This is an optimization exercise on Yosys and OpenROAD, whose aim is small area, a short achievable clock period and few clock cycles per item, not a production implementation. In this exercise RTL edits were held to simulation tests only and were not proved equivalent to the original. Power and IR drop assume default switching activity.

Setup of red:
==> flow/design.v (excerpt) <==
module xmodem_crc_receiver_page_writer (
    input  logic                                clk,
    input  logic                                rst_n,
    input  logic                                cfg_wr_en,
    input  logic [xcrc_pkg::ADDR_BITS-1:0]      cfg_wr_data,
    input  logic                                push,
    output logic                                full,
    input  logic                                in_cmd,
    input  logic [7:0]                          in_byte,
    input  logic                                pop,
    output logic                                empty,
    output logic                                res_word_valid,
    output logic [xcrc_pkg::WORD_ADDR_BITS-1:0] res_word_address,
    output logic [15:0]                         res_word_data,
    output logic [1:0]                          res_reply,
    output logic                                res_transfer_done,
    output logic                                res_last
);
export LEC_CHECK = 0
export ABC_CLOCK_PERIOD_IN_PS = 1800
export CAP_MARGIN = 20
export CORE_MARGIN = 2
export CORE_UTILIZATION = 52
export PLACE_DENSITY = 0.7
export SETUP_SLACK_MARGIN = 2.1
export SLEW_MARGIN = 20
export TNS_END_PERCENT = 5
create_clock -name core_clock -period 4.0 [get_ports {clk}]
standard.sh (not shown) runs the stock make flow with config.mk's settings and CLKGATE_MAP_FILE= SYNTH_SCRIPT=/design/flow/synth_recipe.tcl, a recipe that flattens the netlist after the stock synthesis.
==> flow/flow/run.sh <==
#!/bin/bash
# The standard layout, with plain buffers (sky130_fd_sc_hd__buf_2, resizable within the buf
# footprint) on the ports instead of the default delay-buffer cell, and clock tree synthesis
# without dummy loads and with larger sink clusters.
set -euo pipefail
bash standard.sh finish "BUFFER_PORTS_ARGS=-buffer_cell sky130_fd_sc_hd__buf_2" \
    "CTS_ARGS=-sink_clustering_enable -repair_clock_nets -dont_use_dummy_load -sink_clustering_size 28 -sink_clustering_max_diameter 100" \
    > standard_finish.log 2>&1
Testbench counts of red, summed over its fixed seeds: cycles 26,118, frames 192.
For blue, these inputs were changed with respect to red:
Settings: changing CORE_UTILIZATION from 52 to 60; removing ABC_CLOCK_PERIOD_IN_PS (formerly 1800); changing PLACE_DENSITY from 0.7 to 0.75.
==> flow/flow/run.sh <==
#!/bin/bash
# The standard layout, with plain buffers (sky130_fd_sc_hd__buf_2, resizable within the buf
# footprint) on the ports instead of the default delay-buffer cell, and clock tree synthesis
# without dummy loads, with clkbuf_8 buffers and larger sink clusters.
set -euo pipefail
bash standard.sh finish "BUFFER_PORTS_ARGS=-buffer_cell sky130_fd_sc_hd__buf_2" \
    "CTS_ARGS=-sink_clustering_enable -repair_clock_nets -dont_use_dummy_load -buf_list {sky130_fd_sc_hd__clkbuf_8 sky130_fd_sc_hd__clkbuf_16} -sink_clustering_size 20 -sink_clustering_max_diameter 80" \
    > standard_finish.log 2>&1
red -> blue: area of the die decreased by more than 10%. Share of power burned in combinational logic is lower on blue. blue vs red — cell count dropped about 3%. Delta (blue minus red): via count now larger; post-cts repair resize count rose by 11%.
What green does differently from blue at the input level:
Settings: CORE_UTILIZATION: 60 -> 52; PLACE_DENSITY: 0.75 -> 0.65; TNS_END_PERCENT: 5 -> 10; SETUP_SLACK_MARGIN: 2.1 -> 2.3.
==> flow/flow/run.sh <==
#!/bin/bash
# The standard layout, with plain buffers (sky130_fd_sc_hd__buf_2, resizable within the buf
# footprint) on the ports instead of the default delay-buffer cell, and clock tree synthesis
# without dummy loads and with larger sink clusters.
set -euo pipefail
bash standard.sh finish "BUFFER_PORTS_ARGS=-buffer_cell sky130_fd_sc_hd__buf_2" \
    "CTS_ARGS=-sink_clustering_enable -repair_clock_nets -dont_use_dummy_load -sink_clustering_size 28 -sink_clustering_max_diameter 100" \
    > standard_finish.log 2>&1
[summary]
- Looking at the reports, green completed the entire flow and the layout it produced met the timing, design-rule and antenna checks.
- Comparing final period utilization for green and blue, the smaller number came from blue.
- As far as first-pass iteration count of the detailed router goes, green and blue are indistinguishable; the numbers are identical.
- On worst hold slack, green does worse than blue.
- Looking at relative contribution of sequential cells to total power, green sits 2.3 points higher than blue does.
- Routed wire length was higher in blue than in green.
- Compared with blue, green is more frugal on power.
- Cmp green and blue / overall fraction of global-route tracks in use / higher: blue
- Compared with blue, green shows net switching power of the design that has gone down by a few percent.
- Synthesis-to-layout area growth is higher on green
Input-level comparison between orange and green:
Settings: a change of PLACE_DENSITY from 0.65 to 0.7; a change of SETUP_SLACK_MARGIN from 2.3 to 2.1; a change of TNS_END_PERCENT from 10 to 5.
In the tables for orange and green, proportion of cell area occupied by multi-input gates reads lower with orange.
met1 usage in global routing was higher in green than in orange.
Between orange and green, it is orange whose area of all placed cells without fillers is lower, by 1.8%.
Setup slack: orange more than green
Input changes introduced in purple (baseline for comparison: orange):
Settings: PLACE_DENSITY changed from 0.7 to 0.8; CORE_UTILIZATION changed from 52 to 66.
==> comparison <==
The non-clock buffer total of the final layout reported for purple is smaller than that of orange by 3. Summary of purple over orange: total power density per cell area climbed 5.4 nW/um^2; number of placed instances with taps included decreased by 195 relative to the old numbers; total number of H-tree levels held; maximum number of pins on one net before global-route repair now sits higher.

[static timing again, ports no longer ideal]
How much do the figures lean on ideal ports? The routed layouts below were timed once more, with nothing changed but the port constraints.
Step 1 sets driving cells, clkbuf_16 on the clock port and buf_2 on the other inputs (assumed; they add their load-dependent delay and slew).
Step 2 adds t to the input delays and takes it off the output delays; t is the mean of the earliest and latest rising clock arrival at the registers after step 1. Input paths then give back, and output paths get back, about the clock's delay inside the block.
Three values: no drivers, after step 1, after step 2; two values: the first two.
| run | shift t [ns] | setup WS [ns] | worst setup path at the end | worst register clock-pin slew, ns | worst data-port slew with drivers (ns) |
|---|---|---|---|---|---|
| red | 0.660 | 1.956 / 1.894 / 1.397 | input to register | 0.11 / 0.11 | 0.06 |
| blue | 0.653 | 1.955 / 1.895 / 1.332 | input to register | 0.08 / 0.08 | 0.07 |
| green | 0.651 | 1.946 / 1.889 / 1.526 | input to register | 0.11 / 0.11 | 0.07 |
| orange | 0.660 | 1.956 / 1.894 / 1.397 | input to register | 0.11 / 0.11 | 0.06 |
| purple | 0.667 | 1.933 / 1.877 / 1.385 | input to register | 0.12 / 0.12 | 0.06 |
After both steps every run listed still meets setup and hold. The setup slack of blue, which loses most, moves by -0.060 ns with the drivers and by -0.623 ns with both steps.
